Context: an optimization exercise on an open-source flow, tuned for small area, a short achievable clock period and few clock cycles per item. The choices shown serve that exercise and are no tape-out recipe. The RTL was checked by simulation tests, not by an equivalence proof against the original design.

<file path="flow/config.mk">
export PLATFORM = sky130hd
export DESIGN_NAME = sliding_window_rate_limiter_top
export DESIGN_NICKNAME = sliding_window_rate_limiter_top
export VERILOG_FILES = /design/flow/design.v
export SDC_FILE = /design/flow/constraint.sdc
export NUM_CORES = 4
export LEC_CHECK = 0
export ABC_CLOCK_PERIOD_IN_PS = 3000
export CAP_MARGIN = 20
export CORE_MARGIN = 2
export CORE_UTILIZATION = 45
export SETUP_SLACK_MARGIN = 2.5
export SLEW_MARGIN = 20
</file>
<file path="flow/constraint.sdc">
create_clock -name core_clock -period 7.0 [get_ports {clk_i}]
set_input_delay 1.4000 -clock core_clock [delete_from_list [all_inputs] [get_ports {clk_i}]]
set_output_delay 1.4000 -clock core_clock [all_outputs]
set_load 0.01 [all_outputs]
</file>
<file path="flow/design.v">
package swrl_pkg;
  localparam int unsigned MIN_W      = 6;
  localparam int unsigned LIM_W      = 33;
  localparam int unsigned WIN_W      = 6;
  localparam int unsigned STEP_W     = 32;
  localparam int unsigned TOT_W      = 64;
  localparam int unsigned CFG_IDX_W  = 3;
  localparam int unsigned CFG_DATA_W = 33;
  localparam int unsigned IN_DATA_W  = 8;
  localparam int unsigned OUT_DATA_W = 8;
  localparam int unsigned RES_W      = 3;
  typedef enum logic [CFG_IDX_W-1:0] {
    CFG_LIMITING_ON  = 3'd0,
    CFG_RECORD_LIMIT = 3'd1,
    CFG_RECORD_WIN   = 3'd2,
    CFG_RECORD_STEP  = 3'd3,
    CFG_BYTE_LIMIT   = 3'd4,
    CFG_BYTE_WIN     = 3'd5,
    CFG_BYTE_STEP    = 3'd6
  } cfg_reg_e;
  typedef enum logic [2:0] {
    ST_IDLE,
    ST_REDUCE,
    ST_SCAN,
    ST_FIN,
    ST_CRD,
    ST_CWR,
    ST_SWEEP
  } state_e;
  typedef struct packed {
    logic in_rdy;
    logic load_in;
    logic reduce;
    logic start_walk;
    logic rd_en;
    logic advance;
    logic commit_wr;
    logic sweep_clr;
    logic fin_load;
  } cmd_t;
  typedef struct packed {
    logic req_commit;
    logic cur_big;
    logic scan_done;
    logic sweep_last;
    logic out_free;
  } status_t;
endpackage
module sliding_window_rate_limiter_top #(
  parameter int unsigned SLOT_COUNT  = 60,
  parameter int unsigned COUNT_WIDTH = 32
) (
  input  logic                                clk_i,
  input  logic                                rst_ni,
  input  logic                                cfg_we_i,
  input  logic [swrl_pkg::CFG_IDX_W-1:0]      cfg_addr_i,
  input  logic [swrl_pkg::CFG_DATA_W-1:0]     cfg_wdata_i,
  input  logic                                s_axis_tvalid,
  output logic                                s_axis_tready,
  input  logic [swrl_pkg::IN_DATA_W-1:0]      s_axis_tdata,    
  input  logic                                s_axis_tuser,    
  output logic                                m_axis_tvalid,
  input  logic                                m_axis_tready,
  output logic [swrl_pkg::OUT_DATA_W-1:0]     m_axis_tdata
);
  localparam int N  = 60;    
  localparam int G  = 5;     
  localparam int K  = 12;    
  localparam int W  = 32;    
  localparam int MW = 40;    
  function automatic logic [5:0] madd(input logic [5:0] a, input logic [5:0] b);
    logic [6:0] s;
    s = {1'b0, a} + {1'b0, b};
    madd = (s >= 7'd60) ? 6'(s - 7'd60) : s[5:0];
  endfunction
  function automatic logic [5:0] msub(input logic [5:0] a, input logic [5:0] b);
    logic [6:0] s;
    s = {1'b0, a} + 7'd60 - {1'b0, b};
    msub = (s >= 7'd60) ? 6'(s - 7'd60) : s[5:0];
  endfunction
  function automatic logic [5:0] minc(input logic [5:0] a);
    minc = (a == 6'd59) ? 6'd0 : a + 6'd1;
  endfunction
  function automatic logic [5:0] minc2(input logic [5:0] a);
    minc2 = (a >= 6'd58) ? a - 6'd58 : a + 6'd2;
  endfunction
  function automatic logic [2*MW-1:0] csa(input logic [MW-1:0] a, input logic [MW-1:0] b,
                                          input logic [MW-1:0] c);
    logic [MW-1:0] s, cy;
    s  = a ^ b ^ c;
    cy = (a & b) | (a & c) | (b & c);
    csa = {cy[MW-2:0], 1'b0, s};
  endfunction
  function automatic logic [MW-1:0] add3(input logic [MW-1:0] a, input logic [MW-1:0] b,
                                         input logic [MW-1:0] c, input logic [1:0] cin);
    logic [MW-1:0] s, cy;
    s  = a ^ b ^ c;
    cy = (a & b) | (a & c) | (b & c);
    add3 = s + {cy[MW-2:0], cin[1]} + MW'(cin[0]);
  endfunction
  function automatic logic [MW-1:0] add4(input logic [MW-1:0] a, input logic [MW-1:0] b,
                                         input logic [MW-1:0] c, input logic [MW-1:0] d);
    logic [MW-1:0] s1, c1, s2, c2, m1, m2;
    s1 = a ^ b ^ c;
    m1 = (a & b) | (a & c) | (b & c);
    c1 = {m1[MW-2:0], 1'b0};
    s2 = s1 ^ c1 ^ d;
    m2 = (s1 & c1) | (s1 & d) | (c1 & d);
    c2 = {m2[MW-2:0], 1'b0};
    add4 = s2 + c2;
  endfunction
  function automatic logic [MW-1:0] add5p4(input logic [MW-1:0] a, input logic [MW-1:0] b,
                                           input logic [MW-1:0] c, input logic [MW-1:0] d,
                                           input logic [MW-1:0] e);
    logic [MW-1:0] s1, c1, s2, c2, s3, c3, m1, m2, m3;
    s1 = a ^ b ^ c;
    m1 = (a & b) | (a & c) | (b & c);
    c1 = {m1[MW-2:0], 1'b1};
    s2 = s1 ^ c1 ^ d;
    m2 = (s1 & c1) | (s1 & d) | (c1 & d);
    c2 = {m2[MW-2:0], 1'b1};
    s3 = s2 ^ c2 ^ e;
    m3 = (s2 & c2) | (s2 & e) | (c2 & e);
    c3 = {m3[MW-2:0], 1'b1};
    add5p4 = s3 + c3 + MW'(1);
  endfunction
  function automatic logic [3:0] popc12(input logic [11:0] v);
    logic [1:0] p0, p1, p2, p3;
    logic [2:0] q0, q1;
    p0 = {1'b0, v[0]} + {1'b0, v[1]} + {1'b0, v[2]};
    p1 = {1'b0, v[3]} + {1'b0, v[4]} + {1'b0, v[5]};
    p2 = {1'b0, v[6]} + {1'b0, v[7]} + {1'b0, v[8]};
    p3 = {1'b0, v[9]} + {1'b0, v[10]} + {1'b0, v[11]};
    q0 = {1'b0, p0} + {1'b0, p1};
    q1 = {1'b0, p2} + {1'b0, p3};
    popc12 = {1'b0, q0} + {1'b0, q1};
  endfunction
  function automatic logic [W-1:0] dlt(input logic [W-1:0] x, input logic [W-1:0] st);
    dlt = (~x <= st) ? ~x : st;
  endfunction
  function automatic logic tap_at(input logic [5:0] p);
    tap_at = 1'b0;
    for (int k = 0; k < K; k++) if (p == 6'(k * G)) tap_at = 1'b1;
  endfunction
  logic             on_q;
  logic [1:0][32:0] lim_q;
  logic [1:0][5:0]  sp_q;      
  logic [1:0][31:0] step_q;
  logic [1:0]       s1_q, s2_q, s3_q, s59_q, s60_q, lmax_q, stnz_q;
  logic [1:0][5:0]  clen_q;    
  logic [5:0] wr_sp;
  always_comb begin
    if (cfg_wdata_i[5:0] == 6'd0)      wr_sp = 6'd1;
    else if (cfg_wdata_i[5:0] > 6'd60) wr_sp = 6'd60;
    else                               wr_sp = cfg_wdata_i[5:0];
  end
  always_ff @(posedge clk_i or negedge rst_ni) begin
    if (!rst_ni) begin
      on_q   <= 1'b0;
      lim_q  <= {2{33'h1_FFFF_FFFF}};
      sp_q   <= {2{6'd1}};
      step_q <= {2{32'd1}};
      s1_q   <= 2'b11;
      s2_q   <= 2'b00;
      s3_q   <= 2'b00;
      clen_q <= {2{6'd59}};
      s59_q  <= 2'b00;
      s60_q  <= 2'b00;
      lmax_q <= 2'b11;
      stnz_q <= 2'b11;
    end else if (cfg_we_i) begin
      for (int l = 0; l < 2; l++) begin
        if (cfg_addr_i == 3'(3 * l + 1)) begin
          lim_q[l]  <= cfg_wdata_i;
          lmax_q[l] <= &cfg_wdata_i[31:0];
        end
        if (cfg_addr_i == 3'(3 * l + 2)) begin
          sp_q[l]  <= wr_sp;
          s1_q[l]  <= (wr_sp == 6'd1);
          s2_q[l]  <= (wr_sp == 6'd2);
          s3_q[l]  <= (wr_sp == 6'd3);
          clen_q[l] <= 6'd60 - wr_sp;
          s59_q[l] <= (wr_sp == 6'd59);
          s60_q[l] <= (wr_sp == 6'd60);
        end
        if (cfg_addr_i == 3'(3 * l + 3)) begin
          step_q[l] <= cfg_wdata_i[31:0];
          stnz_q[l] <= |cfg_wdata_i[31:0];
        end
      end
      if (cfg_addr_i == 3'd0) on_q <= cfg_wdata_i[0];
    end
  end
  logic [1:0] en, l1need, l2need, l3need, e1clr, e2clr;
  always_comb begin
    for (int l = 0; l < 2; l++) begin
      en[l]     = ~lim_q[l][32];
      l1need[l] = en[l] & ~s1_q[l];
      l2need[l] = en[l] & ~s1_q[l] & ~s2_q[l];
      l3need[l] = en[l] & ~s1_q[l] & ~s2_q[l] & ~s3_q[l];
      e1clr[l]  = ~s60_q[l];                  
      e2clr[l]  = ~s60_q[l] & ~s59_q[l];      
    end
  end
  logic [5:0]  ph_q, ph1_q;         
  logic [1:0][N-1:0][W-1:0] rd_q;
  logic [1:0][N-1:0]        rv_q;
  logic        ir_v_q, ir_c_q;
  logic [5:0]  pir_q;               
  logic [5:0]  irm_q, mcm_q;        
  logic        irs_q, irp_q;        
  logic        o0v_q, o1v_q;
  logic [2:0]  o0d_q, o1d_q;
  logic [5:0]  pmc_q;               
  logic [5:0]  pmc1_q, pmc2_q;      
  logic [1:0][5:0] pL_q, pL1_q, pL2_q;    
  logic [1:0][6:0] uu_q;            
  logic [1:0]      rgv_q;
  logic [1:0][5:0] prl_q, srl_q;
  logic        cv_q, mv_q, m1v_q, dcv_q, cf_q;
  logic [1:0]  xw_q;                
  logic [1:0]  e1v_q, e2v_q, l1v_q, l2v_q, l3v_q, clr_q;
  logic [1:0][5:0] zr_q;            
  logic [1:0][W-1:0]  c_q, e1_q, e2_q, l1_q, l2_q, l3_q, dc_q;
  logic [1:0][MW-1:0] mg_q, mg1_q, acs_q, acc_q;
  logic [1:0][5:0]    nz_q, nz1_q, nza_q;
  logic [1:0]             wbp_q;
  logic [1:0][5:0]        pwb_q;
  logic [1:0][1:0]        wbv_q;      
  logic [1:0][1:0][W-1:0] wbval_q;    
  logic [1:0]  sw_q;                
  logic [2:0]  cnt_q;
  localparam logic [1:0] SW_IDLE = 2'd0, SW_RUN = 2'd1, SW_FIN = 2'd2;
  logic [5:0]          qref;
  logic [N-1:0]        leq;            
  logic [1:0][6:0]     uu;             
  logic [1:0][2*N-1:0] gtu;            
  logic [1:0][N-1:0]   keep, clr;
  always_comb begin
    qref = pmc_q;
    for (int p = 0; p < N; p++) leq[p] = (6'(p) <= qref);
    for (int l = 0; l < 2; l++) begin
      uu[l] = uu_q[l];
      for (int j = 0; j < 2*N; j++) gtu[l][j] = (7'(j) > uu[l]);
      for (int p = 0; p < N; p++) begin
        keep[l][p] = leq[p] ? gtu[l][p+N] : gtu[l][p];
        clr[l][p]  = clr_q[l] & ~keep[l][p];
      end
    end
  end
  logic [1:0]        wbhit, wbins, wbfree;
  logic [1:0]        wbins_q;           
  logic [K-1:0]      ins_q;             
  logic [1:0][1:0]   wbw_q;             
  logic [1:0][1:0]   wbv_eff;
  logic [K-1:0]      ins;
  logic [1:0][W-1:0] ins_val;
  logic [1:0]        ins_v;
  always_comb begin
    for (int i = 0; i < 2; i++) begin
      wbhit[i] = wbp_q[i] & tap_at(pwb_q[i]);
      for (int l = 0; l < 2; l++)
        wbv_eff[i][l] = wbv_q[i][l] & ~(clr_q[l] & ~wbw_q[i][l]);
    end
    wbins = wbins_q;
    for (int i = 0; i < 2; i++) wbfree[i] = ~wbp_q[i] | wbins[i];
    ins = ins_q;
    for (int l = 0; l < 2; l++) begin
      ins_val[l] = wbins[0] ? wbval_q[0][l] : wbval_q[1][l];
      ins_v[l]   = wbins[0] ? wbv_eff[0][l] : wbv_eff[1][l];
    end
  end
  logic [1:0][K-1:0]        tok;     
  logic [1:0][K-1:0]        tnz;
  always_comb begin
    for (int k = 0; k < K; k++) begin
      for (int l = 0; l < 2; l++) begin
        tok[l][k] = tok_q[l][k];
        tnz[l][k] = tok[l][k] & (|rd_q[l][k*G]);
      end
    end
  end
  logic [1:0][K-1:0] tnzr_q;      
  always_ff @(posedge clk_i) begin
    for (int l = 0; l < 2; l++)
      for (int k = 0; k < K; k++)
        tnzr_q[l][k] <= ins[(k * G + N - 1) % N / G] && ((k * G + N - 1) % N % G == 0) ?
                        |ins_val[l] : |rd_q[l][(k * G + N - 1) % N];
  end
  always_ff @(posedge clk_i) begin
    for (int l = 0; l < 2; l++) begin
      for (int p = 0; p < N; p++) begin
        if ((((p + N - 1) % N) % G == 0) && ins[((p + N - 1) % N) / G])
          rd_q[l][p] <= ins_val[l];
        else
          rd_q[l][p] <= rd_q[l][(p + N - 1) % N];
      end
    end
  end
  always_ff @(posedge clk_i or negedge rst_ni) begin
    if (!rst_ni) begin
      rv_q <= '0;
      ph_q <= '0;
      ph1_q <= 6'd1;
    end else begin
      ph_q <= ph1_q;
      ph1_q <= minc(ph1_q);
      for (int l = 0; l < 2; l++) begin
        for (int p = 0; p < N; p++) begin
          if ((((p + N - 1) % N) % G == 0) && ins[((p + N - 1) % N) / G])
            rv_q[l][p] <= ins_v[l];
          else
            rv_q[l][p] <= rv_q[l][(p + N - 1) % N] & ~clr[l][(p + N - 1) % N];
        end
      end
    end
  end
  logic       is_same, is_p1, wb_any, wb_none, p1_rdy, out_ok, sw_busy;
  logic       go_same, act_p1, consume, chk, sc, sweep_start, jump, zs;
  logic [1:0] zwl;
  logic       kt, kbany;           
  logic [1:0] kb;
  logic [1:0] l1ok, l2ok, l3ok;
  always_comb begin
    sw_busy  = (sw_q != SW_IDLE);
    is_same  = cv_q & mv_q & irs_q;
    is_p1    = cv_q & mv_q & irp_q;
    wb_any   = |wbfree;
    wb_none  = ~(|wbp_q);
    for (int l = 0; l < 2; l++) begin
      l1ok[l] = ~l1need[l] | l1v_q[l];
      l2ok[l] = ~l2need[l] | l2v_q[l];
      l3ok[l] = ~l3need[l] | l3v_q[l];
    end
    p1_rdy   = (&e1v_q) & (&l1ok) & m1v_q & wb_any;
    out_ok   = ir_c_q | ~o1v_q;
    go_same  = ir_v_q & irs_q & srdy_q & out_ok & (~ir_c_q | dcv_q);
    act_p1   = ir_v_q & irp_q & prdy_q & out_ok;
    consume  = go_same | (act_p1 & ~ir_c_q);
    chk      = consume & ~ir_c_q;
    sc       = go_same & ir_c_q;
    kt       = kt_q;
    kb       = {2{kbany_q}} & en;
    kbany    = kbany_q;
    jump     = ir_v_q & ~sw_busy & ~is_same & ~is_p1 & (~cv_q | ~wbp_q[0] | ~wbp_q[1]);
    for (int l = 0; l < 2; l++)
      zwl[l] = ~rgv_q[l] | ~((msub(pir_q, prl_q[l]) < sp_q[l]) | (msub(pir_q, prl_q[l]) > 6'd60 - srl_q[l]));
    zs          = jump & (&zwl);
    sweep_start = jump & ~(&zwl);
  end
  assign s_axis_tready = ~ir_v_q | consume;
  logic [5:0] in_m;
  assign in_m = (s_axis_tdata[5:0] >= 6'd60) ? s_axis_tdata[5:0] - 6'd60 : s_axis_tdata[5:0];
  always_ff @(posedge clk_i or negedge rst_ni) begin
    if (!rst_ni) ir_v_q <= 1'b0;
    else if (s_axis_tready) ir_v_q <= s_axis_tvalid;
  end
  logic [5:0] mcm1, mcm2, irm1;
  logic       e_m0, e_m1, e_m2, e_i0, e_i1;
  always_comb begin
    mcm1 = minc(mcm_q);
    mcm2 = minc(mcm1);
    irm1 = minc(irm_q);
    e_m0 = (in_m == mcm_q);
    e_m1 = (in_m == mcm1);
    e_m2 = (in_m == mcm2);
    e_i0 = (in_m == irm_q);
    e_i1 = (in_m == irm1);
  end
  logic [5:0] pir_nx;
  assign pir_nx = s_axis_tready ? madd(in_m, ph1_q) : minc(pir_q);
  logic irs_n, irp_n, irc_n, irv_n;
  always_comb begin
    irv_n = s_axis_tready ? s_axis_tvalid : ir_v_q;
    irc_n = s_axis_tready ? s_axis_tuser : ir_c_q;
    if (s_axis_tready) begin
      irs_n = act_p1 ? e_m1 : (jump ? e_i0 : e_m0);
      irp_n = act_p1 ? e_m2 : (jump ? e_i1 : e_m1);
    end else if (act_p1 || jump) begin
      irs_n = 1'b1;
      irp_n = 1'b0;
    end else begin
      irs_n = irs_q;
      irp_n = irp_q;
    end
  end
  always_ff @(posedge clk_i) begin
    if (s_axis_tready) begin
      irm_q  <= in_m;
      ir_c_q <= s_axis_tuser;
    end
    pir_q <= pir_nx;
    irs_q <= irs_n;
    irp_q <= irp_n;
  end
  logic [2:0]        an;                
  logic [2:0][5:0]   apos;
  logic [2:0]        atap, afwd, awh;
  logic [2:0][1:0]   af;                
  logic [K-1:0]      sa;
  logic [1:0][W-1:0] fa_val, fl_val;
  logic [1:0][W-1:0] fa_tv, fl_tv;
  logic [1:0][2:0]   ln, ltap, lfwd, lwh;
  logic [1:0][2:0][5:0] lpos;
  logic [1:0][2:0][1:0] lf;
  logic [1:0][K-1:0] sl;
  function automatic logic [2:0] first3(input logic [2:0] v);
    first3 = v[0] ? 3'b001 : (v[1] ? 3'b010 : (v[2] ? 3'b100 : 3'b000));
  endfunction
  always_comb begin
    an[0] = ~cf_q & sw_busy;
    an[1] = ~(&e1v_q);
    an[2] = ~(&e2v_q);
    apos[0] = pmc_q;
    apos[1] = pmc1_q;
    apos[2] = pmc2_q;
    for (int k = 0; k < K; k++) begin
      sa[k] = 1'b0;
      for (int c = 0; c < 3; c++) sa[k] = sa[k] | (an[c] & (apos[c] == 6'(k * G)));
    end
    for (int c = 0; c < 3; c++) begin
      atap[c] = an[c] & tap_at(apos[c]);
      for (int i = 0; i < 2; i++) af[c][i] = an[c] & wbp_q[i] & (pwb_q[i] == apos[c]);
      afwd[c] = |af[c];
    end
    awh = first3(atap | afwd);
    for (int l = 0; l < 2; l++) begin
      fa_tv[l] = '0;
      for (int k = 0; k < K; k++)
        fa_tv[l] = fa_tv[l] | ((sa[k] & tok[l][k]) ? rd_q[l][k*G] : '0);
      fa_val[l] = fa_tv[l];
      for (int c = 0; c < 3; c++)
        for (int i = 0; i < 2; i++)
          if (awh[c] && af[c][i]) fa_val[l] = wbv_eff[i][l] ? wbval_q[i][l] : '0;
    end
    for (int l = 0; l < 2; l++) begin
      ln[l][0] = ~l1ok[l];
      ln[l][1] = ~l2ok[l];
      ln[l][2] = ~l3ok[l];
      lpos[l][0] = pL_q[l];
      lpos[l][1] = pL1_q[l];
      lpos[l][2] = pL2_q[l];
      for (int k = 0; k < K; k++) begin
        sl[l][k] = 1'b0;
        for (int c = 0; c < 3; c++) sl[l][k] = sl[l][k] | (ln[l][c] & (lpos[l][c] == 6'(k * G)));
      end
      for (int c = 0; c < 3; c++) begin
        ltap[l][c] = ln[l][c] & tap_at(lpos[l][c]);
        for (int i = 0; i < 2; i++) lf[l][c][i] = ln[l][c] & wbp_q[i] & (pwb_q[i] == lpos[l][c]);
        lfwd[l][c] = |lf[l][c];
      end
      lwh[l] = first3(ltap[l] | lfwd[l]);
      fl_tv[l] = '0;
      for (int k = 0; k < K; k++)
        fl_tv[l] = fl_tv[l] | ((sl[l][k] & tok[l][k]) ? rd_q[l][k*G] : '0);
      fl_val[l] = fl_tv[l];
      for (int c = 0; c < 3; c++)
        for (int i = 0; i < 2; i++)
          if (lwh[l][c] && lf[l][c][i]) fl_val[l] = wbv_eff[i][l] ? wbval_q[i][l] : '0;
    end
  end
  logic a_c, a_e1, a_e2;
  logic [1:0] a_e1l, a_e2l, l_l1, l_l2, l_l3;
  always_comb begin
    a_c  = awh[0];
    a_e1 = awh[1];
    a_e2 = awh[2];
    for (int l = 0; l < 2; l++) begin
      a_e1l[l] = a_e1 & ~e1v_q[l];
      a_e2l[l] = a_e2 & ~e2v_q[l];
      l_l1[l]  = lwh[l][0];
      l_l2[l]  = lwh[l][1];
      l_l3[l]  = lwh[l][2];
    end
  end
  logic [1:0]          pass;
  logic [1:0][MW-1:0]  mgsel, mg_sc, mg1_nx, mg_fin, opa, opb, opc;
  logic [1:0][1:0][MW-1:0] xval;       
  logic [1:0][1:0]     xuse, xin_q, xuse_q;    
  logic [1:0][5:0]     nz_fin;
  logic [1:0][1:0]     opi;
  logic [1:0][K-1:0]   pb;
  logic [1:0][5:0]     nzsel, nz_sc, nz1_a, nz1_b, nz1_t;
  logic [1:0][W-1:0]   lx1, xt, c_sc, dsrc;
  logic [1:0]          inc, nze1, nze1c, nze2, nzlx1, nzxt;
  logic [1:0][MW-1:0]  tr_s, tr_c;
  logic [1:0][5:0]     tr_nz;
  logic [1:0][13:0][MW-1:0] o;
  logic [1:0][2*MW-1:0] a0, a1, a2, a3, b0, b1, b2, c0, c1, d0, e0, f0;
  logic [1:0][3:0]     pc;
  logic [1:0][K-1:0]   tm;
  logic [1:0][K-1:0]   tm_q;        
  logic [1:0][K-1:0]   ctap_q;      
  logic [1:0][K-1:0]   tg_q;        
  logic [1:0][K-1:0]   tok_q;       
  logic [1:0][K-1:0]   winT;
  logic [K-1:0]        xexn;
  logic [1:0][6:0]     uT;
  logic                sw_run_n;
  logic [1:0][MW-1:0]  bop, cop;
  logic [1:0][1:0]     bci;
  always_comb begin
    for (int l = 0; l < 2; l++) begin
      mgsel[l] = irp_q ? mg1_q[l] : mg_q[l];
      nzsel[l] = irp_q ? nz1_q[l] : nz_q[l];
      pass[l]  = ~on_q | ~en[l] |
                 (~mgsel[l][MW-1] & ((|mgsel[l]) | ~lmax_q[l] | (nzsel[l] >= 6'd2)));
      inc[l]   = ~(|c_q[l]) & stnz_q[l];
      c_sc[l]  = c_q[l] + dc_q[l];
      mg_sc[l] = mg_q[l] - MW'(dc_q[l]);
      nz_sc[l] = nz_q[l] + 6'(inc[l]);
      dsrc[l]  = kt ? e1_q[l] : c_q[l];
      lx1[l]   = s1_q[l] ? c_q[l] : l1_q[l];
      nze1[l]  = |e1_q[l];
      nze1c[l] = nze1[l] & e1clr[l];
      nze2[l]  = |e2_q[l];
      nzlx1[l] = |lx1[l];
      nz1_a[l] = nz_q[l] - 6'(nzlx1[l]) + 6'(nze1[l]);
      bop[l]   = s1_q[l] ? '0 : ~(MW'(dc_q[l]));
      cop[l]   = e1clr[l] ? MW'(e1_q[l]) : '0;
      bci[l]   = {1'b0, ~s1_q[l]};
      nz1_b[l] = s1_q[l] ? 6'd0 : (nz1_q[l] + 6'(inc[l]) - 6'(nze1c[l]));
      xt[l]    = s1_q[l] ? e1_q[l] : (s2_q[l] ? c_q[l] : l2_q[l]);
      nzxt[l]  = |xt[l];
      if (kb[l]) begin
        opa[l] = mg1_q[l]; opb[l] = bop[l];        opc[l] = cop[l];             opi[l] = bci[l];
      end else if (kt) begin
        opa[l] = mg1_q[l]; opb[l] = MW'(xt[l]);    opc[l] = ~(MW'(e2_q[l]));    opi[l] = 2'b01;
      end else begin
        opa[l] = mg_q[l];  opb[l] = MW'(lx1[l]);   opc[l] = ~(MW'(e1_q[l]));    opi[l] = 2'b01;
      end
      mg1_nx[l] = add3(opa[l], opb[l], opc[l], opi[l]);
      nz1_t[l] = nz1_q[l] - 6'(nzxt[l]) + 6'(nze2[l]);
    end
  end
  always_comb begin
    for (int l = 0; l < 2; l++) begin
      pc[l] = '0;
      o[l][0] = acs_q[l];
      o[l][1] = acc_q[l];
      for (int k = 0; k < K; k++) begin
        tm[l][k] = tg_q[l][k];
        o[l][k+2] = tm[l][k] ? MW'(rd_q[l][k*G]) : '0;
        pb[l][k] = tm[l][k] & tnzr_q[l][k];
      end
      pc[l] = popc12(pb[l]);
      a0[l] = csa(o[l][0], o[l][1], o[l][2]);
      a1[l] = csa(o[l][3], o[l][4], o[l][5]);
      a2[l] = csa(o[l][6], o[l][7], o[l][8]);
      a3[l] = csa(o[l][9], o[l][10], o[l][11]);
      b0[l] = csa(a0[l][MW-1:0], a0[l][2*MW-1:MW], a1[l][MW-1:0]);
      b1[l] = csa(a1[l][2*MW-1:MW], a2[l][MW-1:0], a2[l][2*MW-1:MW]);
      b2[l] = csa(a3[l][MW-1:0], a3[l][2*MW-1:MW], o[l][12]);
      c0[l] = csa(b0[l][MW-1:0], b0[l][2*MW-1:MW], b1[l][MW-1:0]);
      c1[l] = csa(b1[l][2*MW-1:MW], b2[l][MW-1:0], b2[l][2*MW-1:MW]);
      d0[l] = csa(c0[l][MW-1:0], c0[l][2*MW-1:MW], c1[l][MW-1:0]);
      e0[l] = csa(d0[l][MW-1:0], d0[l][2*MW-1:MW], c1[l][2*MW-1:MW]);
      f0[l] = csa(e0[l][MW-1:0], e0[l][2*MW-1:MW], o[l][13]);
      tr_s[l]  = f0[l][MW-1:0];
      tr_c[l]  = f0[l][2*MW-1:MW];
      tr_nz[l] = nza_q[l] + 6'(pc[l]);
      for (int i = 0; i < 2; i++) begin
        xuse[i][l] = xuse_q[i][l];
        xval[i][l] = xuse[i][l] ? MW'(wbval_q[i][l]) : '0;
      end
      mg_fin[l] = ~add4(acs_q[l], acc_q[l], xval[0][l], xval[1][l]);
      nz_fin[l] = nza_q[l] + 6'(xuse[0][l] & (|wbval_q[0][l])) + 6'(xuse[1][l] & (|wbval_q[1][l]));
    end
  end
  always_comb begin
    sw_run_n = (sw_n == SW_RUN);
    for (int k = 0; k < K; k++) begin
      if (sw_run_n)
        xexn[k] = (xw_n[0] & (pwb_n[0] == 6'(k * G))) | (xw_n[1] & (pwb_n[1] == 6'(k * G)));
      else
        xexn[k] = (cv_n & (pmc_n == 6'(k * G))) |
                  (wbp_n[0] & (pwb_n[0] == 6'(k * G))) | (wbp_n[1] & (pwb_n[1] == 6'(k * G)));
    end
    for (int l = 0; l < 2; l++) begin
      uT[l] = {1'b0, pir_nx} + 7'd60 - {1'b0, sp_q[l]};
      for (int k = 0; k < K; k++)
        winT[l][k] = (6'(k * G) <= pir_nx) ? (7'(k * G + N) > uT[l]) : (7'(k * G) > uT[l]);
    end
  end
  always_ff @(posedge clk_i) begin
    for (int l = 0; l < 2; l++) tm_q[l] <= winT[l] & ~xexn;
    for (int l = 0; l < 2; l++)
      for (int k = 0; k < K; k++)
        tok_q[l][k] <= rv_q[l][(k * G + N - 1) % N] & ~clr[l][(k * G + N - 1) % N] &
                       ~(sc & en[l] & ~keep[l][(k * G + N - 1) % N]);
    for (int l = 0; l < 2; l++)
      for (int k = 0; k < K; k++)
        tg_q[l][k] <= winT[l][k] & ~xexn[k] & rv_q[l][(k * G + N - 1) % N] & ~clr[l][(k * G + N - 1) % N] &
                      ~(sc & en[l] & ~keep[l][(k * G + N - 1) % N]);
    for (int l = 0; l < 2; l++)
      for (int k = 0; k < K; k++) ctap_q[l][k] <= sc & en[l] & ~keep[l][(k * G + N - 1) % N];
  end
  logic [5:0] pmc_n;
  logic [5:0] mcm_n;
  logic [1:0][5:0] pwb_n;
  logic cv_n;
  logic mv_n;
  logic m1v_n;
  logic dcv_n;
  logic cf_n;
  logic [1:0] xw_n;
  logic [1:0] e1v_n;
  logic [1:0] e2v_n;
  logic [1:0] l1v_n;
  logic [1:0] l2v_n;
  logic [1:0] l3v_n;
  logic [1:0][5:0] zr_n;
  logic [1:0] clr_n;
  logic [1:0] wbp_n;
  logic [1:0] sw_n;
  logic [2:0] cnt_n;
  logic [1:0] l1ok_n, wbhit_n, wbins_n, wbfree_n;
  logic       wb_any_n, sw_busy_n;
  logic       prdy_q, srdy_q, kt_q, kbany_q;
  always_comb begin
    pmc_n = pmc_q;
    mcm_n = mcm_q;
    pwb_n = pwb_q;
    cv_n = cv_q;
    mv_n = mv_q;
    m1v_n = m1v_q;
    dcv_n = dcv_q;
    cf_n = cf_q;
    xw_n = xw_q;
    e1v_n = e1v_q;
    e2v_n = e2v_q;
    l1v_n = l1v_q;
    l2v_n = l2v_q;
    l3v_n = l3v_q;
    zr_n = zr_q;
    clr_n = clr_q;
    wbp_n = wbp_q;
    sw_n = sw_q;
    cnt_n = cnt_q;
      pmc_n    = pmc1_q;
      pwb_n[0] = minc(pwb_q[0]);
      pwb_n[1] = minc(pwb_q[1]);
      clr_n    = {2{sc}} & en;
      if (a_c) cf_n = 1'b1;
      for (int l = 0; l < 2; l++) begin
        if (a_e1l[l]) e1v_n[l] = 1'b1;
        if (a_e2l[l]) e2v_n[l] = 1'b1;
        if (l_l1[l])  l1v_n[l] = 1'b1;
        if (l_l2[l])  l2v_n[l] = 1'b1;
        if (l_l3[l])  l3v_n[l] = 1'b1;
      end
      for (int i = 0; i < 2; i++) if (wbins[i]) wbp_n[i] = 1'b0;
      if (sc) begin
        dcv_n = 1'b0;
        for (int l = 0; l < 2; l++) begin
          if (en[l] && e1clr[l]) e1v_n[l] = 1'b1;
          if (en[l] && e2clr[l]) e2v_n[l] = 1'b1;
          if (en[l]) zr_n[l] = clen_q[l];
        end
      end else if (kt) begin
        dcv_n = 1'b0;
      end else begin
        dcv_n = cv_q;
        if (!kbany) m1v_n = (&e1v_q) & (&l1ok) & cv_q & mv_q;
      end
      if (cfg_we_i) mv_n = 1'b0;
      if (act_p1) begin
        pmc_n = pmc2_q;
        mcm_n = mcm1;
        if (wbfree[0]) begin
          wbp_n[0] = 1'b1;
          pwb_n[0] = pmc1_q;
        end else begin
          wbp_n[1] = 1'b1;
          pwb_n[1] = pmc1_q;
        end
        dcv_n = 1'b1;
        m1v_n = &e2v_q;
        for (int l = 0; l < 2; l++) begin
          if (l2need[l] && !l2v_q[l]) m1v_n = 1'b0;
          e1v_n[l] = e2v_q[l];
          e2v_n[l] = (zr_q[l] >= 6'd3);
          zr_n[l]  = (zr_q[l] == 6'd0) ? 6'd0 : zr_q[l] - 6'd1;
          l1v_n[l] = s2_q[l] | l2v_q[l];
          l2v_n[l] = s3_q[l] | l3v_q[l];
        end
        l3v_n = '0;
      end
      case (sw_q)
        SW_IDLE: begin
          if (jump) begin
            pmc_n = minc(pir_q);
            mcm_n = irm_q;
            cv_n  = 1'b0;
            mv_n  = 1'b0;
            m1v_n = 1'b0;
            dcv_n = 1'b0;
            cf_n  = 1'b0;
            e1v_n = '0;
            e2v_n = '0;
            l1v_n = '0;
            l2v_n = '0;
            l3v_n = '0;
            zr_n  = '0;
            xw_n[0] = wbp_q[0] | (cv_q & ~wbp_q[0]);
            xw_n[1] = wbp_q[1] | (cv_q & wbp_q[0]);
            if (cv_q) begin
              if (!wbp_q[0]) begin
                wbp_n[0] = 1'b1;
                pwb_n[0] = pmc1_q;
              end else begin
                wbp_n[1] = 1'b1;
                pwb_n[1] = pmc1_q;
              end
            end
            sw_n  = SW_RUN;
            cnt_n = 3'd1;
            if (zs) begin
              cf_n  = 1'b1;
              l1v_n = '1;
              l2v_n = '1;
              l3v_n = '1;
              xw_n  = '0;
              sw_n  = SW_FIN;
            end
          end
        end
        SW_RUN: begin
          cnt_n = cnt_q + 3'd1;
          if (cnt_q == 3'(G - 1)) sw_n = SW_FIN;
        end
        default: begin
          if (cf_q || a_c) begin
            cv_n = 1'b1;
            mv_n = 1'b1;
            xw_n = '0;
            sw_n = SW_IDLE;
          end
        end
      endcase
    sw_busy_n = (sw_n != SW_IDLE);
    for (int l = 0; l < 2; l++) l1ok_n[l] = ~l1need[l] | l1v_n[l];
    for (int i = 0; i < 2; i++) wbhit_n[i] = wbp_n[i] & tap_at(pwb_n[i]);
    wbins_n[0] = wbhit_n[0];
    wbins_n[1] = wbhit_n[1] & ~wbhit_n[0];
    for (int i = 0; i < 2; i++) wbfree_n[i] = ~wbp_n[i] | wbins_n[i];
    wb_any_n = |wbfree_n;
  end
  always_ff @(posedge clk_i or negedge rst_ni) begin
    if (!rst_ni) begin
      pmc_q <= '0;
      pmc1_q <= 6'd1;
      pmc2_q <= 6'd2;
      mcm_q <= '0;
      pwb_q <= '0;
      cv_q  <= 1'b0;
      mv_q  <= 1'b0;
      m1v_q <= 1'b0;
      dcv_q <= 1'b0;
      cf_q  <= 1'b0;
      xw_q  <= '0;
      e1v_q <= '0;
      e2v_q <= '0;
      l1v_q <= '0;
      l2v_q <= '0;
      l3v_q <= '0;
      zr_q  <= '0;
      clr_q <= '0;
      wbp_q <= '0;
      sw_q  <= SW_IDLE;
      cnt_q <= '0;
      prdy_q <= 1'b0;
      srdy_q <= 1'b0;
      kt_q    <= 1'b0;
      wbins_q <= '0;
      ins_q   <= '0;
      wbw_q   <= '0;
      kbany_q <= 1'b0;
      pL_q   <= '0;
      pL1_q  <= '0;
      pL2_q  <= '0;
      uu_q   <= '0;
    end else begin
      pmc_q <= pmc_n;
      if (jump) begin
        pmc1_q <= madd(pir_q, 6'd2);
        pmc2_q <= madd(pir_q, 6'd3);
      end else if (act_p1) begin
        pmc1_q <= minc2(pmc1_q);
        pmc2_q <= minc2(pmc2_q);
      end else begin
        pmc1_q <= minc(pmc1_q);
        pmc2_q <= minc(pmc2_q);
      end
      mcm_q <= mcm_n;
      pwb_q <= pwb_n;
      cv_q <= cv_n;
      mv_q <= mv_n;
      m1v_q <= m1v_n;
      dcv_q <= dcv_n;
      cf_q <= cf_n;
      xw_q <= xw_n;
      e1v_q <= e1v_n;
      e2v_q <= e2v_n;
      l1v_q <= l1v_n;
      l2v_q <= l2v_n;
      l3v_q <= l3v_n;
      zr_q <= zr_n;
      clr_q <= clr_n;
      wbp_q <= wbp_n;
      sw_q <= sw_n;
      cnt_q <= cnt_n;
      prdy_q <= ~sw_busy_n & cv_n & mv_n & m1v_n & (&e1v_n) & (&l1ok_n) & wb_any_n;
      for (int l = 0; l < 2; l++) begin
        if (jump) begin
          pL_q[l]  <= msub(madd(pir_q, 6'd2), sp_q[l]);
          pL1_q[l] <= msub(madd(pir_q, 6'd3), sp_q[l]);
          pL2_q[l] <= msub(madd(pir_q, 6'd4), sp_q[l]);
        end else if (act_p1) begin
          pL_q[l]  <= minc2(pL_q[l]);
          pL1_q[l] <= minc2(pL1_q[l]);
          pL2_q[l] <= minc2(pL2_q[l]);
        end else begin
          pL_q[l]  <= minc(pL_q[l]);
          pL1_q[l] <= minc(pL1_q[l]);
          pL2_q[l] <= minc(pL2_q[l]);
        end
      end
      for (int l = 0; l < 2; l++) uu_q[l] <= {1'b0, pmc_n} + 7'd60 - {1'b0, sp_q[l]};
      srdy_q <= ~sw_busy_n & cv_n & mv_n;
      kt_q    <= irv_n & irp_n & m1v_n;
      wbins_q <= wbins_n;
      for (int k = 0; k < K; k++)
        ins_q[k] <= (wbins_n[0] & (pwb_n[0] == 6'(k * G))) | (wbins_n[1] & (pwb_n[1] == 6'(k * G)));
      for (int i = 0; i < 2; i++)
        for (int l = 0; l < 2; l++) wbw_q[i][l] <= (msub(pmc_n, pwb_n[i]) < sp_q[l]);
      kbany_q <= irv_n & irs_n & irc_n;
    end
  end
  always_ff @(posedge clk_i or negedge rst_ni) begin
    if (!rst_ni) begin
      rgv_q <= '0;
      prl_q <= '0;
      srl_q <= '0;
    end else begin
      for (int l = 0; l < 2; l++) begin
        if (sc && en[l]) begin
          rgv_q[l] <= 1'b1;
          prl_q[l] <= pmc1_q;
          srl_q[l] <= sp_q[l];
        end else begin
          prl_q[l] <= minc(prl_q[l]);
        end
      end
    end
  end
  always_ff @(posedge clk_i) begin
    for (int i = 0; i < 2; i++)
      for (int l = 0; l < 2; l++) begin
        xin_q[i][l]  <= (msub(pmc_q, pwb_q[i]) < sp_q[l]);
        xuse_q[i][l] <= xw_q[i] & xin_q[i][l] & wbv_q[i][l];
      end
  end
  always_ff @(posedge clk_i) begin
    for (int i = 0; i < 2; i++) wbv_q[i] <= wbv_eff[i];
    if ((act_p1 && wbfree[0]) || (jump && cv_q && !wbp_q[0])) begin
      wbval_q[0] <= c_q;
      wbv_q[0]   <= '1;
    end else if (act_p1 || (jump && cv_q)) begin
      wbval_q[1] <= c_q;
      wbv_q[1]   <= '1;
    end
    for (int l = 0; l < 2; l++) begin
      if (a_c)      c_q[l]  <= fa_val[l];
      if (a_e1l[l]) e1_q[l] <= fa_val[l];
      if (a_e2l[l]) e2_q[l] <= fa_val[l];
      if (l_l1[l])  l1_q[l] <= fl_val[l];
      if (l_l2[l])  l2_q[l] <= fl_val[l];
      if (l_l3[l])  l3_q[l] <= fl_val[l];
      dc_q[l]  <= dlt(dsrc[l], step_q[l]);
      if (!kb[l] && !kt) begin
        mg1_q[l] <= mg1_nx[l];
        nz1_q[l] <= nz1_a[l];
      end
      if (sc && en[l]) begin
        c_q[l]   <= c_sc[l];
        mg_q[l]  <= mg_sc[l];
        nz_q[l]  <= nz_sc[l];
        mg1_q[l] <= mg1_nx[l];
        nz1_q[l] <= nz1_b[l];
        if (e1clr[l]) e1_q[l] <= '0;
        if (e2clr[l]) e2_q[l] <= '0;
      end
      if (act_p1) begin
        c_q[l]   <= e1_q[l];
        mg_q[l]  <= mg1_q[l];
        nz_q[l]  <= nz1_q[l];
        mg1_q[l] <= mg1_nx[l];
        nz1_q[l] <= nz1_t[l];
        e1_q[l]  <= e2_q[l];
        l1_q[l]  <= s2_q[l] ? c_q[l] : l2_q[l];
        l2_q[l]  <= s3_q[l] ? c_q[l] : l3_q[l];
        if (zr_q[l] >= 6'd3) e2_q[l] <= '0;
      end
      case (sw_q)
        SW_IDLE: begin
          acs_q[l] <= sweep_start ? tr_s[l] : ~(MW'(lim_q[l][31:0]));
          if (zs) begin
            c_q[l]  <= '0;
            l1_q[l] <= '0;
            l2_q[l] <= '0;
            l3_q[l] <= '0;
          end
          acc_q[l] <= sweep_start ? tr_c[l] : MW'(step_q[l]);
          nza_q[l] <= sweep_start ? tr_nz[l] : '0;
        end
        SW_RUN: begin
          acs_q[l] <= tr_s[l];
          acc_q[l] <= tr_c[l];
          nza_q[l] <= tr_nz[l];
        end
        default: begin
          mg_q[l] <= mg_fin[l];
          nz_q[l] <= nz_fin[l];
        end
      endcase
    end
  end
  logic [2:0] vd;
  logic       pop;
  assign vd  = {~on_q | (&pass), pass[1], pass[0]};
  assign pop = o0v_q & m_axis_tready;
  always_ff @(posedge clk_i or negedge rst_ni) begin
    if (!rst_ni) begin
      o0v_q <= 1'b0;
      o1v_q <= 1'b0;
    end else begin
      if (pop) begin
        if (o1v_q) begin
          o0v_q <= 1'b1;
          o1v_q <= chk;
        end else begin
          o0v_q <= chk;
        end
      end else if (chk) begin
        if (!o0v_q) o0v_q <= 1'b1;
        else        o1v_q <= 1'b1;
      end
    end
  end
  always_ff @(posedge clk_i) begin
    if (pop) begin
      if (o1v_q) begin
        o0d_q <= o1d_q;
        if (chk) o1d_q <= vd;
      end else begin
        o0d_q <= vd;
      end
    end else if (chk) begin
      if (!o0v_q) o0d_q <= vd;
      else        o1d_q <= vd;
    end
  end
  assign m_axis_tvalid = o0v_q;
  assign m_axis_tdata  = {5'd0, o0d_q};
endmodule
</file>
<file path="flow/run.sh">
#!/bin/bash
# synth_recipe.tcl (not shown) runs the flow's synth.tcl, then flattens the netlist and writes it again
# the make line also repeats each setting of config.mk as NAME=value (left out here)
make -C /OpenROAD-flow-scripts/flow DESIGN_CONFIG=/design/flow/config.mk WORK_HOME=/design/flow/orfs CLKGATE_MAP_FILE= SYNTH_SCRIPT=/design/flow/synth_recipe.tcl finish
</file>
==> results of run 1 <==
layout by cell type, fill, tap and decap left out, drive strengths merged, types with 89 or more instances in the layout:
cell,Yosys,final
diode,0,127
fa,1019,1019
nand4,310,310
a31oi,146,146
dfxtp,4381,4381
ha,770,770
nand3,298,299
nand2b,154,155
a21o,238,240
o21ai,871,871
a21oi,1796,1796
mux2,313,313
dfrtp,381,381
nand2,1530,1530
o22ai,89,89
nor2,1582,1583
nor2b,119,119
buf,238,1270
mux2i,651,651
a22oi,302,302
o21a,143,143
xor2,227,227
xnor2,410,411
a22o,185,185
a211oi,130,130
and2,629,630
nor4,390,390
clkbuf,976,777
clkinv,2,143
a221oi,225,225
inv,1417,1444
a222oi,180,180
nor3,246,246
edfxtp,496,496
worst max-delay path, cell delays in order (launching register included):
cell,delay [ns]
dfrtp_4,0.59
buf_12,0.20
buf_4,0.12
mux2_2,0.38
mux2i_1,0.23
nand2_1,0.09
a32oi_1,0.43
fa_1,0.49
inv_1,0.07
ha_1,0.21
o21ai_0,0.13
a21oi_1,0.34
nand3b_1,0.18
a31oi_4,0.24
o31a_1,0.25
o311a_1,0.21
o2111a_2,0.25
a21oi_2,0.08
or3_4,0.40
xnor2_2,0.14
state kept, by name, indices dropped and copies added, names as in the netlist, 64 cells and up:
name     count
c_q         64
step_q      64
mg_q        80
rv_q       120
lim_q       66
e2_q        64
l3_q        64
rd_q      3840
mg1_q       80
l1_q        64
acc_q       80
acs_q       80
wbval_q    128
e1_q        64
dc_q        64
l2_q        64
what timing repair did:
action | CTS | global route
endpoints found under the setup margin | 860 | 754
pin swaps | 365 | 344
gates cloned | 88 | 2
gates resized for setup | 1501 | 770
setup buffers | 407 | 170
cell families after synthesis:
group	share of synthesized area, %
flops	49.7
buf+inv	4.37
simple gates	11.9
xor+xnor	2.42
other cells	0.00163
mux	4.38
compound gates	14.1
fa+ha+maj	13.1
area by class of cell:
| class | count | area, sq um |
|---|---|---|
| inverters | 1419 | 5430 |
| well taps | 6732 | 8420 |
| multi-input cells | 14100 | 116000 |
| repair buffers | 1327 | 14900 |
| clock buffers | 773 | 16000 |
| clock inverters | 238 | 3350 |
| diodes | 127 | 318 |
| flip-flops and latches | 5345 | 115000 |
| fillers | 44100 | 231000 |
Yosys cell counts (all sizes together) (238+ instances only):
cell | instances | area [sq um]
a21o | 238 | 1790
dfrtp | 381 | 9530
inv | 1417 | 5320
ha | 770 | 9630
a21oi | 1796 | 9000
xnor2 | 410 | 3590
buf | 238 | 1080
mux2 | 313 | 3520
nor4 | 390 | 2450
nor3 | 246 | 1260
clkbuf | 976 | 3660
dfxtp | 4381 | 87700
fa | 1019 | 20400
nor2 | 1582 | 5940
nand2 | 1530 | 5750
a22oi | 302 | 2310
and2 | 629 | 3940
nand4 | 310 | 1940
mux2i | 651 | 6520
edfxtp | 496 | 14900
o21ai | 871 | 4360
nand3 | 298 | 1500
per-layer routing:
metal / global-route usage (%) / vias to the layer above / part of all wire, %
met2: 49.9 / 12700 / 40
met3: 12.5 / 3258 / 13
met5: 0.462 / - / 0.051
met1: 47.9 / 92000 / 39
li1: - / 78700 / -
met4: 21.9 / 62 / 7.7
metrics by stage:
step	setup slack [ns]	utilization [%]	instance area, sq um
final	1.72	54.7	279000
after global placement	0.254	47.4	241000
after floorplan	1.22	-	231000
after detailed placement	0.284	47.4	242000
after CTS	1.82	53.6	273000
after global routing	1.65	54.6	278000
worst min path at each step:
stage	depth (start not counted)	slack, ns	endpoint
CTS	0	0.28	rd_q[1837]
floorplan	0	0.31	rd_q[100]
global route	0	0.29	rd_q[670]
finish	0	0.28	rd_q[3004]
global placement	0	0.31	rd_q[2976]
detailed placement	0	0.31	rd_q[2079]
==> flow_summary.toml, run 1 <==
[status]
status = "no timing/DRC/antenna violations"

[global_routing]
overflow = 0
grt_antenna_before_repair = 111
grt_pass1_vias = 176000
grt_pass1_wl_mm = 1340
grt_start_max_net_pins = 158
track_usage_pct = 36.0

[floorplan]
initial_core_util_pct = 45.2
rows = 262
coreArea_sq_um = 509000
dieArea_sq_um = 518000
ios = 60
dieWidth_um = 719
dieHeight_um = 719

[detailed_routing]
wl_mm = 966
remaining_drc_errors = 0
wire_per_inst_um = 32.1
drtIter0Drc = 27200
viasPerCell = 6.21
firstDrtPassIters = 13
drtAntennaViolNets = 0
via_count = 187000

[yosys]
synthArstFlopShare_pct = 8.76
syn-cell-area_sq_um = 230000
synth_ff_type = "dfxtp_1"
yosys_warnings = 1
synth_cell_type_count = 119
synth_edf_count = 496
syn_inst = 22100
syn_avg_cell_area_sq_um = 10.4
ys_seq_elements = 5345
synth-seq-area-share_pct = 49.7

[clock_tree]
cts_hold_buf = 0
tritoncts = "built"
clk_latency_ns = 1.12
cts-root-buf = "clkbuf_16"
numCtsBuffers = 553
cts.reportedPaths.clkPinSlew_ns = 0.06
clockBufferDepth = 4
h-tree-depth = 6
numClockSinks = 5345

[place]
place_congestion = 1.06
place_hpwl_mm = 698
dp_cells = 28300
io_buffers = 52

[sta]
rsz0062_at_grt = "true"
finalHoldViolCount = 0
max_slew_margin_pct = 13.9
fin_worst_skew_ns = 0.106
worst_slew_pin_slew_ns = 1.29
timing.fmax_ghz = 0.189
setup_violations = 0
period_share_pct = 75.4
whs_ns = 0.282
tns_ns = 0
drv_slew = 0
period_needed_ns = 5.28

[min_path]
hold_class = "reg -> reg"
hold_start = "rd_q[2972]"

[critical_path]
startpoint = "s2_q[1]"
endpoint_kind = "register"
regToRegEndpoint = "mg1_q[76]"
worstPathArrival_ns = 6.08
setup.worst_path.end = "mg1_q[76]"
crit_fanout = 8
worstPathRequired_ns = 7.80
crit_type = "reg -> reg"
timing.rr.start = "s2_q[1]"
r2r_cells = 19
worst_setup_path_start_kind = "register"
r2r_setup_slack_ns = 1.72

[cells_and_area]
layoutNonFillerInstCount = 30100
drive_gt1_share_pct = 18.2
final_nets = 24600
area_growth_pct = 20.9

[flow_run]
maxCapViolations = 0
Testbench counts, summed over its fixed seeds: cycles 10,602, items 8,226.
==> inputs of run 2 (changes only) <==
--- a/flow/design.v
+++ b/flow/design.v
@@ -216,6 +216,4 @@
   logic [1:0][5:0] pL_q, pL1_q, pL2_q;    
   logic [1:0][6:0] uu_q;            
-  logic [1:0]      rgv_q;
-  logic [1:0][5:0] prl_q, srl_q;
   logic        cv_q, mv_q, m1v_q, dcv_q, cf_q;
   logic [1:0]  xw_q;                
@@ -317,6 +315,5 @@
   end
   logic       is_same, is_p1, wb_any, wb_none, p1_rdy, out_ok, sw_busy;
-  logic       go_same, act_p1, consume, chk, sc, sweep_start, jump, zs;
-  logic [1:0] zwl;
+  logic       go_same, act_p1, consume, chk, sc, sweep_start, jump;
   logic       kt, kbany;           
   logic [1:0] kb;
@@ -341,11 +338,8 @@
     sc       = go_same & ir_c_q;
     kt       = kt_q;
-    kb       = {2{kbany_q}} & en;
+    kb       = kb_q;
     kbany    = kbany_q;
     jump     = ir_v_q & ~sw_busy & ~is_same & ~is_p1 & (~cv_q | ~wbp_q[0] | ~wbp_q[1]);
-    for (int l = 0; l < 2; l++)
-      zwl[l] = ~rgv_q[l] | ~((msub(pir_q, prl_q[l]) < sp_q[l]) | (msub(pir_q, prl_q[l]) > 6'd60 - srl_q[l]));
-    zs          = jump & (&zwl);
-    sweep_start = jump & ~(&zwl);
+    sweep_start = jump;
   end
   assign s_axis_tready = ~ir_v_q | consume;
@@ -479,4 +473,5 @@
   logic [1:0][1:0]     xuse, xin_q, xuse_q;    
   logic [1:0][5:0]     nz_fin;
+  logic [1:0][MW-1:0]  xs_q;           
   logic [1:0][1:0]     opi;
   logic [1:0][K-1:0]   pb;
@@ -564,5 +559,5 @@
         xval[i][l] = xuse[i][l] ? MW'(wbval_q[i][l]) : '0;
       end
-      mg_fin[l] = ~add4(acs_q[l], acc_q[l], xval[0][l], xval[1][l]);
+      mg_fin[l] = ~add3(acs_q[l], acc_q[l], xs_q[l], 2'b00);
       nz_fin[l] = nza_q[l] + 6'(xuse[0][l] & (|wbval_q[0][l])) + 6'(xuse[1][l] & (|wbval_q[1][l]));
     end
@@ -578,7 +573,7 @@
     end
     for (int l = 0; l < 2; l++) begin
-      uT[l] = {1'b0, pir_nx} + 7'd60 - {1'b0, sp_q[l]};
       for (int k = 0; k < K; k++)
-        winT[l][k] = (6'(k * G) <= pir_nx) ? (7'(k * G + N) > uT[l]) : (7'(k * G) > uT[l]);
+        winT[l][k] = (6'(k * G) <= pir_nx) ? ({1'b0, pir_nx} < 7'(k * G) + {1'b0, sp_q[l]})
+                                           : ({1'b0, pir_nx} + 7'd60 < 7'(k * G) + {1'b0, sp_q[l]});
     end
   end
@@ -618,4 +613,5 @@
   logic       wb_any_n, sw_busy_n;
   logic       prdy_q, srdy_q, kt_q, kbany_q;
+  logic [1:0] kb_q;
   always_comb begin
     pmc_n = pmc_q;
@@ -716,12 +712,4 @@
             sw_n  = SW_RUN;
             cnt_n = 3'd1;
-            if (zs) begin
-              cf_n  = 1'b1;
-              l1v_n = '1;
-              l2v_n = '1;
-              l3v_n = '1;
-              xw_n  = '0;
-              sw_n  = SW_FIN;
-            end
           end
         end
@@ -777,4 +765,5 @@
       wbw_q   <= '0;
       kbany_q <= 1'b0;
+      kb_q    <= '0;
       pL_q   <= '0;
       pL1_q  <= '0;
@@ -836,21 +825,5 @@
         for (int l = 0; l < 2; l++) wbw_q[i][l] <= (msub(pmc_n, pwb_n[i]) < sp_q[l]);
       kbany_q <= irv_n & irs_n & irc_n;
-    end
-  end
-  always_ff @(posedge clk_i or negedge rst_ni) begin
-    if (!rst_ni) begin
-      rgv_q <= '0;
-      prl_q <= '0;
-      srl_q <= '0;
-    end else begin
-      for (int l = 0; l < 2; l++) begin
-        if (sc && en[l]) begin
-          rgv_q[l] <= 1'b1;
-          prl_q[l] <= pmc1_q;
-          srl_q[l] <= sp_q[l];
-        end else begin
-          prl_q[l] <= minc(prl_q[l]);
-        end
-      end
+      kb_q    <= {2{irv_n & irs_n & irc_n}} & en;
     end
   end
@@ -861,4 +834,5 @@
         xuse_q[i][l] <= xw_q[i] & xin_q[i][l] & wbv_q[i][l];
       end
+    for (int l = 0; l < 2; l++) xs_q[l] <= xval[0][l] + xval[1][l];
   end
   always_ff @(posedge clk_i) begin
@@ -906,10 +880,4 @@
         SW_IDLE: begin
           acs_q[l] <= sweep_start ? tr_s[l] : ~(MW'(lim_q[l][31:0]));
-          if (zs) begin
-            c_q[l]  <= '0;
-            l1_q[l] <= '0;
-            l2_q[l] <= '0;
-            l3_q[l] <= '0;
-          end
           acc_q[l] <= sweep_start ? tr_c[l] : MW'(step_q[l]);
           nza_q[l] <= sweep_start ? tr_nz[l] : '0;
==> run 2 against run 1 <==
Synthesized cell count is 0.18% lower; register-to-register slack improved by 0.16 ns; non-clock buffer count down 22; clock-buffer cell count grew 6; sequential share of layout area grew 1.2 points.
==> flow_summary.toml, run 2 <==
[status]
status = "no timing/DRC/antenna violations"

[cells_and_area]
final_cell_mix = "dfxtp_1, a21oi_1, nor2_1"
largest_reg_flops = 3840
layoutNonFillerInstCount = 30300
drive_gt1_share_pct = 17.2
area_growth_pct = 19.1
multi_input_area_sq_um = 114000
largestRegisters = "rd_q x3840, wbval_q x128, rv_q x120"
layout_commonest_cell = "dfxtp_1"
ff_latch_area_sq_um = 118000
final_util_pct = 53.9
finalInstanceArea_sq_um = 279000
largest-register = "rd_q"
final_nets = 24800
num-fill-cells = 45400

[sta]
timing.fmax_ghz = 0.195
period_share_pct = 73.2
layout_setup_ws_ns = 1.88
rsz0062_at_grt = "true"
fin_worst_skew_ns = 0.0691
whs_ns = 0.235
tns_ns = 0
finalHoldViolCount = 0
setup_violations = 0
max_slew_margin_pct = 8.35
period_needed_ns = 5.12
worst_slew_pin_slew_ns = 1.36
drv_slew = 0

[yosys]
synth_edf_count = 752
synthArstFlopShare_pct = 8.24
syn_avg_cell_area_sq_um = 10.6
yosys.area_share.simple_pct = 11.8
synth_compound_area_share_pct = 14.1
yosys_warnings = 1
synth_ff_type = "dfxtp_1"
synth_top_area_cell = "dfxtp_1"
synthAdderAreaFrac_pct = 13.5
synthXorXnorAreaFrac_pct = 2.60
synth_area_leaders = "dfxtp_1, edfxtp_1, fa_1"
synthTopCellsByCount = "dfxtp_1, a21oi_1, nor2_1"
syn_inst = 22000
syn-cell-area_sq_um = 234000
synth_cell_type_count = 124
synth-seq-area-share_pct = 50.3
synth_mux_area_share_pct = 3.78
yosys.cell_count.top_type = "dfxtp_1"
synth_top_area_share_pct = 35.9
ys_seq_elements = 5387
synth_top_family_by_area = "compound AO/OA/AOI/OAI gates"

[clock_tree]
tritoncts = "built"
cts-root-buf = "clkbuf_16"
h-tree-depth = 6
clockBufferDepth = 4
cts.reportedPaths.clkPinSlew_ns = 0.06
numClockSinks = 5387
numCtsBuffers = 555
clk_latency_ns = 1.13

[floorplan]
dieHeight_um = 725
dieWidth_um = 725
ios = 60
rows = 264
dieArea_sq_um = 526000
initial_core_util_pct = 45.2
coreArea_sq_um = 518000

[global_routing]
grt_pass1_wl_mm = 1350
grt_start_max_net_pins = 146
grt_pass1_vias = 174000
track_usage_pct = 35.8
grt_antenna_before_repair = 136
overflow = 0

[detailed_routing]
viasPerCell = 6.12
wl_mm = 992
drtIter0Drc = 26200
via_count = 185000
wire_per_inst_um = 32.8
drtAntennaViolNets = 0
remaining_drc_errors = 0
firstDrtPassIters = 22

[critical_path]
startpoint = "s2_q[1]"
worstPathRequired_ns = 7.86
regToRegEndpoint = "mg1_q[79]"
worstPathArrival_ns = 5.98
crit_type = "reg -> reg"
endpoint_kind = "register"
r2r_setup_slack_ns = 1.88
timing.rr.start = "s2_q[1]"
r2r_cells = 18
worst_setup_path_start_kind = "register"
crit_fanout = 7

[place]
dp_cells = 28500
place_hpwl_mm = 730
place_ws_ns = 0.381
io_buffers = 52
place_congestion = 1.01
place_area_sq_um = 246000

[min_path]
hold_class = "in -> async"

[flow_run]
maxCapViolations = 0
-- run 2: changes by cell type after synthesis, sizes merged, moves of 126 or more --
cell | previous run | this run
clkbuf | 976 | 839
nor2 | 1582 | 1735
dfxtp | 4381 | 4191
inv | 1417 | 1189
nand2 | 1530 | 1361
mux2i | 651 | 525
edfxtp | 496 | 752
ha | 770 | 995
a21oi | 1796 | 1926
-- run 2: final cells by class --
cell class,instances,share of cell area [%]
Multi-Input combinational cell,14300,41.0
Tap cell,6916,3.10
Inverter,1199,1.65
Timing Repair inverter,1,0.00224
Clock buffer,779,5.78
Clock inverter,234,1.18
Timing Repair Buffer,1305,4.88
Antenna cell,114,0.102
Sequential cell,5387,42.3
-- run 2: repair_timing --
action | in CTS | in global routing
gates cloned | 27 | 14
resized for setup | 890 | 732
pin swaps | 441 | 603
buffers inserted | 364 | 228
setup endpoints to repair | 711 | 524
hold buffers | 0 | 0
-- run 2: kinds of logic after synthesis --
| group | count (synthesis) |
|---|---|
| AND/OR/NAND/NOR | 5654 |
| flip-flops | 5387 |
| AO/OA/AOI/OAI | 5156 |
| buffers and inverters | 2335 |
| adder cells (fa/ha/maj) | 1959 |
| multiplexers | 841 |
| XOR/XNOR | 695 |
| other | 1 |
-- run 2: worst max path at each step --
stage / slack (ns) / cells past startpoint / to
3_5_place_dp: 0.38 / 24 / tg_q[6]
2_1_floorplan: 1.33 / 21 / tg_q[21]
6_report: 1.88 / 18 / mg1_q[79]
4_1_cts: 1.97 / 18 / mg1_q[72]
3_3_place_gp: 0.40 / 22 / tg_q[19]
5_1_grt: 1.84 / 19 / mg1_q[72]
-- run 2: worst max-delay path, cell delays in order (launching register included) --
cell	delay, ns
dfrtp_4	0.51
mux2_2	0.39
mux2_2	0.31
a222oi_1	0.73
fa_1	0.54
inv_1	0.07
ha_1	0.27
a21oi_2	0.20
o21ai_2	0.09
a31oi_4	0.23
o211ai_1	0.18
o21ai_4	0.22
a31oi_4	0.13
a221o_1	0.34
o21a_1	0.21
o21ai_1	0.15
nand2b_1	0.09
a21oi_2	0.16
xnor2_1	0.07
-- run 2: per-layer routing --
layer | vias up | part of all wire [%] | GRT usage [%]
met5 | - | 0.074 | 0.426
met4 | 60 | 6.4 | 19.0
met3 | 2731 | 13 | 12.1
met2 | 11600 | 40 | 50.3
met1 | 92000 | 40 | 48.6
li1 | 78900 | - | -
Testbench counts of run 2, summed over its fixed seeds: cycles 10,701, items 8,226.
==> inputs of run 3 (changes only) <==
--- a/flow/config.mk
+++ b/flow/config.mk
@@ -9,5 +9,5 @@
 export CAP_MARGIN = 20
 export CORE_MARGIN = 2
-export CORE_UTILIZATION = 45
+export CORE_UTILIZATION = 50
 export SETUP_SLACK_MARGIN = 2.5
 export SLEW_MARGIN = 20
==> run 3 against run 2 <==
Via count increased by 0.12%; first-iteration DRC count increased by 6.7%; maximum frequency shrank 0.73%; synthesized area stayed put; critical endpoint is now mg1_q[78]; highest routed layer unchanged; still clean; setup slack got worse by 0.038 ns; clock skew grew 0.021 ns; critical path depth down 1; synthesized cell count did not move; cell count fell by 2.6%; worst hold slack better by 0.056 ns.
==> flow_summary.toml, run 3 <==
[yosys]
synth_top_area_share_pct = 35.9
synth_top_area_cell = "dfxtp_1"
ys_seq_elements = 5387
yosys.cell_count.top_type = "dfxtp_1"
synth_cell_type_count = 124
yosys_warnings = 1
synth_ff_type = "dfxtp_1"
synthAdderAreaFrac_pct = 13.5
synthArstFlopShare_pct = 8.24
synth_area_leaders = "dfxtp_1, edfxtp_1, fa_1"
synth_compound_area_share_pct = 14.1
synthXorXnorAreaFrac_pct = 2.60
synth_edf_count = 752
synthTopCellsByCount = "dfxtp_1, a21oi_1, nor2_1"
syn_avg_cell_area_sq_um = 10.6
synth_mux_area_share_pct = 3.78
synth_top_family_by_area = "compound AO/OA/AOI/OAI gates"
yosys.area_share.simple_pct = 11.8
synth-seq-area-share_pct = 50.3
syn-cell-area_sq_um = 234000
syn_inst = 22000

[clock_tree]
numCtsBuffers = 560
cts.reportedPaths.clkPinSlew_ns = 0.06
clockBufferDepth = 4
h-tree-depth = 6
numClockSinks = 5387
cts_hold_buf = 0
cts-root-buf = "clkbuf_16"
tritoncts = "built"
clk_latency_ns = 1.15

[sta]
rsz0062_at_grt = "true"
tns_ns = 0
whs_ns = 0.291
drv_slew = 0
timing.fmax_ghz = 0.194
period_needed_ns = 5.16
setup_violations = 0
max_slew_margin_pct = 11.3
finalHoldViolCount = 0
period_share_pct = 73.7
fin_worst_skew_ns = 0.0906
worst_slew_pin_slew_ns = 1.32

[detailed_routing]
via_count = 185000
firstDrtPassIters = 15
drtIter0Drc = 27900
drtAntennaViolNets = 0
remaining_drc_errors = 0
viasPerCell = 6.29
wl_mm = 989
wire_per_inst_um = 33.6

[critical_path]
worstPathArrival_ns = 6.01
endpoint_kind = "register"
crit_fanout = 8
worstPathRequired_ns = 7.85
worst_setup_path_start_kind = "register"
crit_type = "reg -> reg"

[place]
place_congestion = 1.02
io_buffers = 52
place_area_sq_um = 245000
place_hpwl_mm = 720
dp_cells = 27800

[status]
status = "no timing/DRC/antenna violations"

[cells_and_area]
final_nets = 24800
largest_reg_flops = 3840
num-fill-cells = 39300
layout_commonest_cell = "dfxtp_1"
multi_input_area_sq_um = 115000
largest-register = "rd_q"
ff_latch_area_sq_um = 118000
area_growth_pct = 18.6
drive_gt1_share_pct = 17.5
finalInstanceArea_sq_um = 278000
largestRegisters = "rd_q x3840, wbval_q x128, rv_q x120"
layoutNonFillerInstCount = 29500
final_cell_mix = "dfxtp_1, a21oi_1, nor2_1"

[floorplan]
dieArea_sq_um = 474000
dieHeight_um = 688
initial_core_util_pct = 50.1
rows = 251
ios = 60
coreArea_sq_um = 467000
dieWidth_um = 688

[global_routing]
overflow = 0
track_usage_pct = 40.2
grt_pass1_vias = 172000
grt_pass1_wl_mm = 1340
grt_start_max_net_pins = 138
grt_antenna_before_repair = 116

[flow_run]
maxCapViolations = 0

[min_path]
hold_class = "reg -> reg"
run 3: cell counts after synthesis:
Identical to the previous run, type by type.
run 3: cell type report:
class | count | share of cell area (%)
tap | 6198 | 2.79
inverter | 1199 | 1.65
multi-input combinational | 14300 | 41.3
sequential | 5387 | 42.5
antenna | 59 | 0.0532
clock inverter | 228 | 1.11
clock buffer | 792 | 5.85
timing repair buffer | 1291 | 4.77
run 3: cells by family (layout without fill, tap and decap cells):
logic type      count (synthesis)  count (layout)
flops                        5387            5387
other cells                     1              64
fa+ha+maj                    1959            1959
simple gates                 5654            5658
compound gates               5156            5159
mux                           841             841
xor+xnor                      695             695
buf+inv                      2335            3510
run 3: worst max-delay path, cell delays in order (launching register included):
cell and delay (ns):
dfrtp_4 0.58, mux2_4 0.35, mux2_4 0.27, a222oi_1 0.72, fa_1 0.59, fa_2 0.37
nor2b_1 0.12, o21a_1 0.16, a311o_1 0.26, nand3_2 0.15, a21boi_4 0.23, a311oi_4 0.14
o21ai_2 0.21, a21boi_2 0.10, o31ai_4 0.26, a41o_1 0.22, a21oi_2 0.06, xnor2_1 0.12
run 3: final timing paths:
path	from	endpoint	depth (start not counted)	slack, ns
setup / recovery	s2_q[1]	mg1_q[78]	17	1.84
setup reg to reg	s2_q[1]	mg1_q[78]	17	1.84
hold reg to reg	rd_q[3760]	rd_q[3792]	0	0.29
max in group asynchronous	rst_ni	step_q[63]	2	5.01
hold / removal	rd_q[3760]	rd_q[3792]	0	0.29
min in group asynchronous	rst_ni	ins_q[7]	1	0.32
run 3: timing repair:
item                                    CTS  global route
endpoints found under the setup margin  736           533
pin swaps                               517           501
cloned                                   41             7
gates resized for setup                 961           754
buffers inserted                        373           215
run 3: per-stage QoR:
stage	util (%)	setup WS [ns]
after floorplan	-	1.33
after global placement	52.4	0.364
after detailed placement	52.4	0.355
after CTS	58.3	1.90
after global routing	59.4	1.81
final	59.5	1.84
run 3: routing by layer:
metal | up-vias | global-route usage, % | share of wire (%)
met4 | 78 | 20.1 | 6.4
met2 | 12100 | 55.1 | 39
met1 | 91700 | 54.9 | 40
li1 | 78900 | - | -
met5 | - | 0 | 0.11
met3 | 2706 | 15.7 | 14

[re-timing with driven ports]
No port has a modelled driver above. Below, the same layouts with a new extraction and two added sets of constraints. Step 1, drivers: a clkbuf_16 drives clk_i and a buf_2 each remaining input, both assumed. Step 2, shift: input delay + t, output delay - t, t = (earliest + latest rising clock arrival at the registers) / 2. This alone moves slack from input paths to output paths. Slacks: ideal / step 1 / step 2; pairs: ideal / step 1.
run | t, ns | slack for setup (ns) | latest minus earliest clock arrival (ns)
run 1 | 1.188 | 1.723 / 1.723 / 0.752 | 0.107 / 0.107
run 2 | 1.232 | 1.879 / 1.879 / 1.343 | 0.075 / 0.075
run 3 | 1.215 | 1.842 / 1.842 / 1.237 | 0.090 / 0.091
After both steps setup and hold are still met in every run listed. The setup slack of run 1, which loses most, moves by 0.000 ns with the drivers and by -0.971 ns with both steps.
